This is an optimization exercise on Yosys and OpenROAD, whose aim is small area and few clock cycles, not a production implementation.
RTL that was checked went through simulation tests only; none was proved equivalent to the original.
No activity file was given, so power comes from the tool's default toggle rates.

## job 2192
Design dmem, start of the top module:
module dmem #(
    parameter int lsq_size = 8
) (
    input  logic                               clock,
    input  logic                               reset,
    input  logic                               except,
    input  logic                               ld_en,
    input  logic [1:0]                         ld_size,
    input  logic [dmem_pkg::rob_w-1:0]         ld_rob_idx,
    input  logic [dmem_pkg::prf_w-1:0]         ld_prf_idx,
    input  logic                               st_en,
    input  logic [1:0]                         st_size,
    input  logic [31:0]                        st_data,
    input  logic [dmem_pkg::rob_w-1:0]         st_rob_idx,
    input  logic                               commit,
    input  logic                               alu_is_valid,
    input  logic [dmem_pkg::rob_w-1:0]         alu_rob_idx,
    input  logic [31:0]                        alu_data,
    input  logic [3:0]                         mem2proc_response,  
    input  logic [63:0]                        mem2proc_data,
    input  logic [3:0]                         mem2proc_tag,
    output logic [$clog2(lsq_size):0]          lsq_num_free,
    output logic                               cdb_valid_out,
    output logic [31:0]                        cdb_data_out,
    output logic [dmem_pkg::prf_w-1:0]         cdb_prf_idx_out,
    output logic [dmem_pkg::rob_w-1:0]         cdb_rob_idx_out,
    output logic [1:0]                         dmem_command,
    output logic [15:0]                        dmem_addr,
    output logic [1:0]                         dmem_size,
    output logic [63:0]                        dmem_data
);
Settings: LEC_CHECK=0, CAP_MARGIN=20, CORE_MARGIN=2, CORE_UTILIZATION=40, CTS_BUF_LIST=sky130_fd_sc_hd__clkbuf_8, CTS_CLUSTER_SIZE=30, SLEW_MARGIN=20; clock period 10.0 ns.
standard.sh (not shown) runs the stock make flow with config.mk's settings and CLKGATE_MAP_FILE= SYNTH_SCRIPT=/design/flow/synth_recipe.tcl, a recipe that flattens the netlist after the stock synthesis.
==> flow/flow/run.sh <==
#!/bin/bash
# The standard layout, with the smallest buffer on every port instead of the
# resizer's default pick. Each tool's output stays in the logs ORFS writes
# under orfs/logs/; make's own output goes to flow_make.log.
set -euo pipefail
export BUFFER_PORTS_ARGS="-buffer_cell sky130_fd_sc_hd__buf_1"
bash standard.sh > flow_make.log 2>&1
Looking at the reports, job 2192 completed the entire flow and the layout it produced met the timing, DRC and antenna checks.
For job 3449, these inputs were changed with respect to job 2192:
diff --git a/flow/config.mk b/flow/config.mk
--- a/flow/config.mk
+++ b/flow/config.mk
@@ -10,3 +10,3 @@
-export CORE_UTILIZATION = 40
-export CTS_BUF_LIST = sky130_fd_sc_hd__clkbuf_8
-export CTS_CLUSTER_SIZE = 30
+export CORE_UTILIZATION = 60
+export CTS_CLUSTER_DIAMETER = 100
+export CTS_CLUSTER_SIZE = 20
### Flow results
- Job 3449 packs its core more tightly than job 2192.
- Job 3449 ended up with met5 as its highest routing layer actually used; job 2192 ended up with met4.
- For routed wire length on met3, dividing the value from job 2192 by the value from job 3449 gives 1.09.
- [job 3449 vs job 2192] combinational cell fraction of total power: higher in job 3449
- Job 3449 against job 2192: non-clock buffer count fell by 2, post-route fraction of the period consumed by the critical path fell by 2.5 points.
Here is what was changed in the inputs of job 1904 compared with job 3449.
diff --git a/flow/config.mk b/flow/config.mk
--- a/flow/config.mk
+++ b/flow/config.mk
@@ -10 +10 @@
-export CORE_UTILIZATION = 60
+export CORE_UTILIZATION = 40
==> notes.md <==
Re die area: job 1904 is about 50% up on job 3449. Global-route usage over all layers: lower on job 1904. Lower number of clock buffer instances in the layout was reported by job 1904, not job 3449. Comparing job 3449 with job 1904, the power came out essentially unchanged. Job 3449 -> job 1904: number of non-clock buffers increased slightly. On part of the cycle the worst path needs: between job 1904 and job 3449, it ends up higher for job 1904. On job 1904: wire length of the first global-routing pass is 5500 µm higher than what job 3449 gave. Job 1904 — number of cells on the worst reg-to-reg path 1 lower, job 3449 as reference.
The following lists how job 1491 was set up differently from job 1904:
diff --git a/flow/config.mk b/flow/config.mk
--- a/flow/config.mk
+++ b/flow/config.mk
@@ -10 +10 @@
-export CORE_UTILIZATION = 40
+export CORE_UTILIZATION = 70
@@ -12 +12 @@
-export CTS_CLUSTER_SIZE = 20
+export CTS_CLUSTER_SIZE = 25
Findings:
Going from job 1904 to job 1491, switching fraction of total power decreased by 0.84 points relative to the old numbers, sequential share of layout area increased by 1.2 points relative to the old numbers, portion of the layout cell area used by clock cells decreased by 0.49 points relative to the old numbers. Min total number of vias across job 1491 and job 1904: job 1904. Number of buffers outside the clock class in the layout (lower): job 1491. Re routed wire length: job 1491 is 3300 µm down on job 1904. Looking only at total power, and setting everything else aside, the lower value of job 1491 and job 1904 goes to job 1491. In job 1491 the multi-input logic portion of the cell area turned out 0.64 points higher than in job 1904. Job 1491 vs. job 1904: buffering overhead comparable, clock power now smaller, cell count now smaller.
No functional check of the RTL was part of any run of this note.


lagoon:
dmem, a different RTL version from the one above (not shown whole).
Size: roughly 8100 um^2 of cells after synthesis.
## dmem
module dmem #(
    parameter int lsq_size = 8
) (
    input  logic                               clock,
    input  logic                               reset,
    input  logic                               except,
    input  logic                               ld_en,
    input  logic [1:0]                         ld_size,
    input  logic [dmem_pkg::rob_w-1:0]         ld_rob_idx,
    input  logic [dmem_pkg::prf_w-1:0]         ld_prf_idx,
    input  logic                               st_en,
    input  logic [1:0]                         st_size,
    input  logic [31:0]                        st_data,
    input  logic [dmem_pkg::rob_w-1:0]         st_rob_idx,
    input  logic                               commit,
    input  logic                               alu_is_valid,
    input  logic [dmem_pkg::rob_w-1:0]         alu_rob_idx,
    input  logic [31:0]                        alu_data,
    input  logic [3:0]                         mem2proc_response,  
    input  logic [63:0]                        mem2proc_data,
    input  logic [3:0]                         mem2proc_tag,
    output logic [$clog2(lsq_size):0]          lsq_num_free,
    output logic                               cdb_valid_out,
    output logic [31:0]                        cdb_data_out,
    output logic [dmem_pkg::prf_w-1:0]         cdb_prf_idx_out,
    output logic [dmem_pkg::rob_w-1:0]         cdb_rob_idx_out,
    output logic [1:0]                         dmem_command,
    output logic [15:0]                        dmem_addr,
    output logic [1:0]                         dmem_size,
    output logic [63:0]                        dmem_data
);
clock: 10.0 ns
lec_check: 0
abc_clock_period_in_ps: 3000
cap_margin: 20
core_margin: 2
core_utilization: 40
slew_margin: 20
==> flow/flow/run.sh <==
#!/bin/bash
# The standard layout, with the smallest buffer on every port instead of the
# resizer's default pick, and a clock tree without dummy loads. Each tool's
# output stays in the logs ORFS writes under orfs/logs/; make's own output
# goes to flow_make.log.
set -euo pipefail
export BUFFER_PORTS_ARGS="-buffer_cell sky130_fd_sc_hd__buf_1"
export CTS_ARGS="-sink_clustering_enable -repair_clock_nets -sink_clustering_size 25 -sink_clustering_max_diameter 100 -dont_use_dummy_load -buf_list sky130_fd_sc_hd__clkbuf_8"
bash standard.sh > flow_make.log 2>&1
Testbench counts of lagoon, summed over its fixed seeds: cycles 62,774.
Modified inputs, zinc compared to lagoon
# lagoon
export LEC_CHECK = 0
export ABC_CLOCK_PERIOD_IN_PS = 3000
export CAP_MARGIN = 20
export CORE_MARGIN = 2
export CORE_UTILIZATION = 40
export SLEW_MARGIN = 20
create_clock -name core_clock -period 10.0 [get_ports {clock}]
# zinc
export LEC_CHECK = 0
export CAP_MARGIN = 0
export CORE_MARGIN = 2
export CORE_UTILIZATION = 40
export CTS_CLUSTER_DIAMETER = 100
export CTS_CLUSTER_SIZE = 25
export SLEW_MARGIN = 0
create_clock -name core_clock -period 10.0 [get_ports {clock}]
==> flow/flow/run.sh <==
#!/bin/bash
# The standard layout, with the smallest buffer on every port instead of the
# resizer's default pick. Each tool's output stays in the logs ORFS writes
# under orfs/logs/; make's own output goes to flow_make.log.
set -euo pipefail
export BUFFER_PORTS_ARGS="-buffer_cell sky130_fd_sc_hd__buf_1"
bash standard.sh > flow_make.log 2>&1
### Flow results
- zinc did not stop at any stage, and its layout met the timing, DRC and antenna checks.
- Core utilization on zinc is up relative to lagoon.
- Route | zinc vs lagoon | wire longer in zinc
- Compared with lagoon, in zinc first-iteration DRC count rose by 29; share of layout cells above drive strength 1 rose by 1.5 points.
- Delta (zinc minus lagoon): number of slew-limit violations in the final report shows no meaningful change; met2 global-route usage moved up; power now larger.
- Hold slack: zinc higher than lagoon
Input-level comparison between nickel and zinc:
# zinc
export LEC_CHECK = 0
export CAP_MARGIN = 0
export CORE_MARGIN = 2
export CORE_UTILIZATION = 40
export CTS_CLUSTER_DIAMETER = 100
export CTS_CLUSTER_SIZE = 25
export SLEW_MARGIN = 0
create_clock -name core_clock -period 10.0 [get_ports {clock}]
# nickel
export LEC_CHECK = 0
export CAP_MARGIN = 20
export CORE_MARGIN = 2
export CORE_UTILIZATION = 40
export SLEW_MARGIN = 20
create_clock -name core_clock -period 10.0 [get_ports {clock}]
==> flow/flow/run.sh <==
#!/bin/bash
# The standard layout, with the smallest buffer on every port instead of the
# resizer's default pick, and a clock tree without dummy loads. Each tool's
# output stays in the logs ORFS writes under orfs/logs/; make's own output
# goes to flow_make.log.
set -euo pipefail
export BUFFER_PORTS_ARGS="-buffer_cell sky130_fd_sc_hd__buf_1"
export CTS_ARGS="-sink_clustering_enable -repair_clock_nets -sink_clustering_size 40 -sink_clustering_max_diameter 100 -dont_use_dummy_load -buf_list sky130_fd_sc_hd__clkbuf_8"
bash standard.sh > flow_make.log 2>&1
Notes after the runs:
- Static leakage went down by a few percent going from zinc to nickel.
- nickel completed every stage of the flow, and the final layout passed the timing, DRC and antenna checks.
- zinc: flow completed, timing, DRC and antenna clean
- zinc and nickel ended up with roughly the same maximum clock frequency.
- [compare] base=zinc new=nickel: post-synthesis to final-layout area growth shows a reduction of 4.3 points, arrival time of the worst setup path shows a reduction of 20 ps, post-layout total power shows a reduction of about 20%, core utilization of the finished layout shows a reduction of 1.8 points.


dmem, a different RTL version from the one above (not shown whole).
Size: about 580 cells after synthesis, ~160 flip-flops, about 300 I/O pins.
clock: 10.0 ns
lec_check: 0
cap_margin: 20
core_margin: 2
core_utilization: 40
slew_margin: 20
==> flow/flow/run.sh <==
#!/bin/bash
# The standard layout, with the smallest buffer on every port instead of the
# resizer's default pick, and a clock tree without dummy loads. Each tool's
# output stays in the logs ORFS writes under orfs/logs/; make's own output
# goes to flow_make.log.
set -euo pipefail
export BUFFER_PORTS_ARGS="-buffer_cell sky130_fd_sc_hd__buf_1"
export CTS_ARGS="-sink_clustering_enable -repair_clock_nets -sink_clustering_size 30 -sink_clustering_max_diameter 150 -sink_clustering_levels 1 -dont_use_dummy_load -buf_list sky130_fd_sc_hd__clkbuf_8"
bash standard.sh > flow_make.log 2>&1
The baseline went through all stages and came out clean.
Testbench counts at the start, summed over its fixed seeds: cycles 62,772.
Edit:
--- a/flow/flow/run.sh
+++ b/flow/flow/run.sh
@@ -8 +8 @@
-export CTS_ARGS="-sink_clustering_enable -repair_clock_nets -sink_clustering_size 30 -sink_clustering_max_diameter 150 -sink_clustering_levels 1 -dont_use_dummy_load -buf_list sky130_fd_sc_hd__clkbuf_8"
+export CTS_ARGS="-sink_clustering_enable -repair_clock_nets -sink_clustering_size 25 -sink_clustering_max_diameter 100 -dont_use_dummy_load -buf_list sky130_fd_sc_hd__clkbuf_8"
After rerunning: The new run went through all stages and came out clean; count of clock-buffer cells in the layout stays the same; clock skew does not change; wire length does not change; sequential share of layout area is unchanged; first-iteration DRC count does not change; design area is unchanged; sequential cell count is unchanged; total power does not change; register-to-register slack stays flat; non-clock buffer count stays the same.
Edit:
--- a/flow/flow/run.sh
+++ b/flow/flow/run.sh
@@ -8 +8 @@
-export CTS_ARGS="-sink_clustering_enable -repair_clock_nets -sink_clustering_size 25 -sink_clustering_max_diameter 100 -dont_use_dummy_load -buf_list sky130_fd_sc_hd__clkbuf_8"
+export CTS_ARGS="-repair_clock_nets -dont_use_dummy_load -buf_list sky130_fd_sc_hd__clkbuf_8"
Outcome: The changed run finished clean; register-to-register slack stays flat; wire length is unchanged; utilization is unchanged; total power does not change; setup slack stays the same.


Setup of the reference run:
dmem, a different RTL version from the one above (not shown whole).
Size in the first run: roughly 250 flip-flops, about 300 I/O pins, roughly 11000 sq um of cells after synthesis.
==> flow/config.mk <==
export PLATFORM = sky130hd
export DESIGN_NAME = dmem
export DESIGN_NICKNAME = dmem
export VERILOG_FILES = /design/flow/design.v
export SDC_FILE = /design/flow/constraint.sdc
export NUM_CORES = 4
export LEC_CHECK = 0
export CAP_MARGIN = 0
export CORE_MARGIN = 2
export CORE_UTILIZATION = 40
export CTS_CLUSTER_DIAMETER = 100
export CTS_CLUSTER_SIZE = 20
export SLEW_MARGIN = 0
==> flow/constraint.sdc <==
create_clock -name core_clock -period 10.0 [get_ports {clock}]
set_input_delay 2.0000 -clock core_clock [delete_from_list [all_inputs] [get_ports {clock}]]
set_output_delay 2.0000 -clock core_clock [all_outputs]
set_load 0.01 [all_outputs]
==> flow/flow/run.sh <==
#!/bin/bash
# The standard layout, with the smallest buffer on every port instead of the
# resizer's default pick. Each tool's output stays in the logs ORFS writes
# under orfs/logs/; make's own output goes to flow_make.log.
set -euo pipefail
export BUFFER_PORTS_ARGS="-buffer_cell sky130_fd_sc_hd__buf_1"
bash standard.sh > flow_make.log 2>&1
Testbench counts of the reference run, summed over its fixed seeds: cycles 47,076.
Input-level comparison between the trial run and the reference run:
--- a/flow/config.mk
+++ b/flow/config.mk
@@ -6,8 +6,9 @@
 export NUM_CORES = 4
 export LEC_CHECK = 0
-export CAP_MARGIN = 0
+export ABC_AREA = 1
+export CAP_MARGIN = 20
 export CORE_MARGIN = 2
 export CORE_UTILIZATION = 40
 export CTS_CLUSTER_DIAMETER = 100
 export CTS_CLUSTER_SIZE = 20
-export SLEW_MARGIN = 0
+export SLEW_MARGIN = 20
## What came out
Clock buffer instance count of the final layout down 3.7% in the trial run wrt the reference run. Max final total power across the trial run and the reference run: the trial run. Looking at synthesized instance count, the trial run sits 465 above the reference run.


dmem with an RTL version that a note above also has.
Size in the first run: ~930 cells after synthesis, about 250 flip-flops, roughly 300 I/O pins, about 12000 sq um of cells after synthesis.
export LEC_CHECK = 0
export CAP_MARGIN = 20
export CORE_MARGIN = 2
export CORE_UTILIZATION = 40
export CTS_CLUSTER_DIAMETER = 100
export CTS_CLUSTER_SIZE = 30
export SLEW_MARGIN = 20
create_clock -name core_clock -period 10.0 [get_ports {clock}]
Scripts as last shown in full above: flow/flow/run.sh
Next try:
CTS_CLUSTER_DIAMETER = 60   (was 100)
CTS_CLUSTER_SIZE = 25   (was 30)
What happened:
- non-clock buffer count stays the same
- synthesized cell count stays the same
- die area is unchanged
- sequential power hardly moves
No functional check of the RTL was part of any run of this note.


RTL: one of the versions met above, not the one the previous note started from.
For scale: roughly 590 cells after synthesis, ~300 I/O pins, about 8100 um2 of cells after synthesis.
==> flow/design.v (excerpt) <==
module dmem #(
    parameter int lsq_size = 8
) (
    input  logic                               clock,
    input  logic                               reset,
    input  logic                               except,
    input  logic                               ld_en,
    input  logic [1:0]                         ld_size,
    input  logic [dmem_pkg::rob_w-1:0]         ld_rob_idx,
    input  logic [dmem_pkg::prf_w-1:0]         ld_prf_idx,
    input  logic                               st_en,
    input  logic [1:0]                         st_size,
    input  logic [31:0]                        st_data,
    input  logic [dmem_pkg::rob_w-1:0]         st_rob_idx,
    input  logic                               commit,
    input  logic                               alu_is_valid,
    input  logic [dmem_pkg::rob_w-1:0]         alu_rob_idx,
    input  logic [31:0]                        alu_data,
    input  logic [3:0]                         mem2proc_response,  
    input  logic [63:0]                        mem2proc_data,
    input  logic [3:0]                         mem2proc_tag,
    output logic [$clog2(lsq_size):0]          lsq_num_free,
    output logic                               cdb_valid_out,
    output logic [31:0]                        cdb_data_out,
    output logic [dmem_pkg::prf_w-1:0]         cdb_prf_idx_out,
    output logic [dmem_pkg::rob_w-1:0]         cdb_rob_idx_out,
    output logic [1:0]                         dmem_command,
    output logic [15:0]                        dmem_addr,
    output logic [1:0]                         dmem_size,
    output logic [63:0]                        dmem_data
);
==> flow/config.mk <==
export PLATFORM = sky130hd
export DESIGN_NAME = dmem
export DESIGN_NICKNAME = dmem
export VERILOG_FILES = /design/flow/design.v
export SDC_FILE = /design/flow/constraint.sdc
export NUM_CORES = 4
export LEC_CHECK = 0
export ABC_CLOCK_PERIOD_IN_PS = 50000
export CAP_MARGIN = 20
export CORE_MARGIN = 2
export CORE_UTILIZATION = 40
export SLEW_MARGIN = 20
==> flow/constraint.sdc <==
create_clock -name core_clock -period 10.0 [get_ports {clock}]
set_input_delay 2.0000 -clock core_clock [delete_from_list [all_inputs] [get_ports {clock}]]
set_output_delay 2.0000 -clock core_clock [all_outputs]
set_load 0.01 [all_outputs]
==> flow/flow/run.sh <==
#!/bin/bash
# The standard layout, with the smallest buffer on every port instead of the
# resizer's default pick, and a clock tree without dummy loads. Each tool's
# output stays in the logs ORFS writes under orfs/logs/; make's own output
# goes to flow_make.log.
set -euo pipefail
export BUFFER_PORTS_ARGS="-buffer_cell sky130_fd_sc_hd__buf_1"
export CTS_ARGS="-sink_clustering_enable -repair_clock_nets -sink_clustering_size 25 -sink_clustering_max_diameter 100 -dont_use_dummy_load -buf_list sky130_fd_sc_hd__clkbuf_8"
bash standard.sh > flow_make.log 2>&1
Testbench counts at the start, summed over its fixed seeds: cycles 62,774.
Then changed:
--- a/flow/flow/run.sh
+++ b/flow/flow/run.sh
@@ -7,3 +7,4 @@
 export BUFFER_PORTS_ARGS="-buffer_cell sky130_fd_sc_hd__buf_1"
 export CTS_ARGS="-sink_clustering_enable -repair_clock_nets -sink_clustering_size 25 -sink_clustering_max_diameter 100 -dont_use_dummy_load -buf_list sky130_fd_sc_hd__clkbuf_8"
+export RECOVER_POWER=100
 bash standard.sh > flow_make.log 2>&1
ABC_CLOCK_PERIOD_IN_PS = default   (was 50000)
With this change the flow reached the layout checks and failed them: capacitance limit, slew limit.
Core utilization came out lower by 0.50 points.
Clock skew came out higher by 0.0039 ns.
Critical path depth came out higher by 2.
Routed wire length is about the same.
Combinational power barely changes.
Final area came out lower slightly.
Clock power barely changes.
Setup slack got worse by 0.99 ns.
Count of clock-buffer cells in the layout does not change.
Then changed:
--- a/flow/flow/run.sh
+++ b/flow/flow/run.sh
@@ -7,4 +7,3 @@
 export BUFFER_PORTS_ARGS="-buffer_cell sky130_fd_sc_hd__buf_1"
 export CTS_ARGS="-sink_clustering_enable -repair_clock_nets -sink_clustering_size 25 -sink_clustering_max_diameter 100 -dont_use_dummy_load -buf_list sky130_fd_sc_hd__clkbuf_8"
-export RECOVER_POWER=100
 bash standard.sh > flow_make.log 2>&1
Effect: With this change the flow produced a clean layout; power stays flat; non-clock buffer count is unchanged; design area came out higher by 1.1%; wire length barely changes; synthesized area stays the same; flip-flop and latch count is unchanged; synthesized cell count stays the same.

==> port drivers added, routing unchanged <==
How much do the figures lean on ideal ports? The routed layouts below were timed once more, with nothing changed but the port constraints.
Step 1 (the two cells are an assumption about what drives the block):
set clk [get_ports {clock}]
set_driving_cell -lib_cell sky130_fd_sc_hd__clkbuf_16 $clk
set_driving_cell -lib_cell sky130_fd_sc_hd__buf_2 [delete_from_list [all_inputs] $clk]
Step 2, shift: input delay + t, output delay - t, t = (earliest + latest rising clock arrival at the registers) / 2. This alone moves slack from input paths to output paths.
Slacks: ideal ports / drivers / drivers and shift; pairs: ideal ports / drivers.
run	t (ns)	setup slack, ns	worst setup path at the end	pins driven straight from the clock port
job 2192	0.595	2.029 / 2.007 / 2.007	input to output	1
job 3449	0.524	2.276 / 2.253 / 2.253	input to output	1
job 1904	0.538	2.038 / 2.016 / 2.016	input to output	1
job 1491	0.519	2.082 / 2.058 / 2.058	input to output	1
lagoon	0.472	2.823 / 2.787 / 2.787	input to output	1
zinc	0.466	2.803 / 2.769 / 2.769	input to output	1
nickel	0.472	2.823 / 2.787 / 2.787	input to output	1
the first run of note 3	0.456	2.913 / 2.867 / 2.867	input to output	1
the second run of note 3	0.456	2.913 / 2.867 / 2.867	input to output	1
the third run of note 3	0.456	2.913 / 2.867 / 2.867	input to output	1
the reference run	0.526	1.824 / 1.797 / 1.797	input to output	1
the trial run	0.534	2.599 / 2.576 / 2.576	input to output	1
the first run of note 5	0.522	2.068 / 2.046 / 2.046	input to output	1
the second run of note 5	0.540	2.065 / 2.043 / 2.043	input to output	1
the first run of note 6	0.472	2.823 / 2.787 / 2.787	input to output	1
the second run of note 6	0.469	1.832 / 1.799 / 1.607	input to register	1
the third run of note 6	0.472	2.823 / 2.787 / 2.787	input to output	1
For the second run of note 6, which loses most, drivers alone change the setup slack by -0.033 ns; drivers and shift together by -0.225 ns.
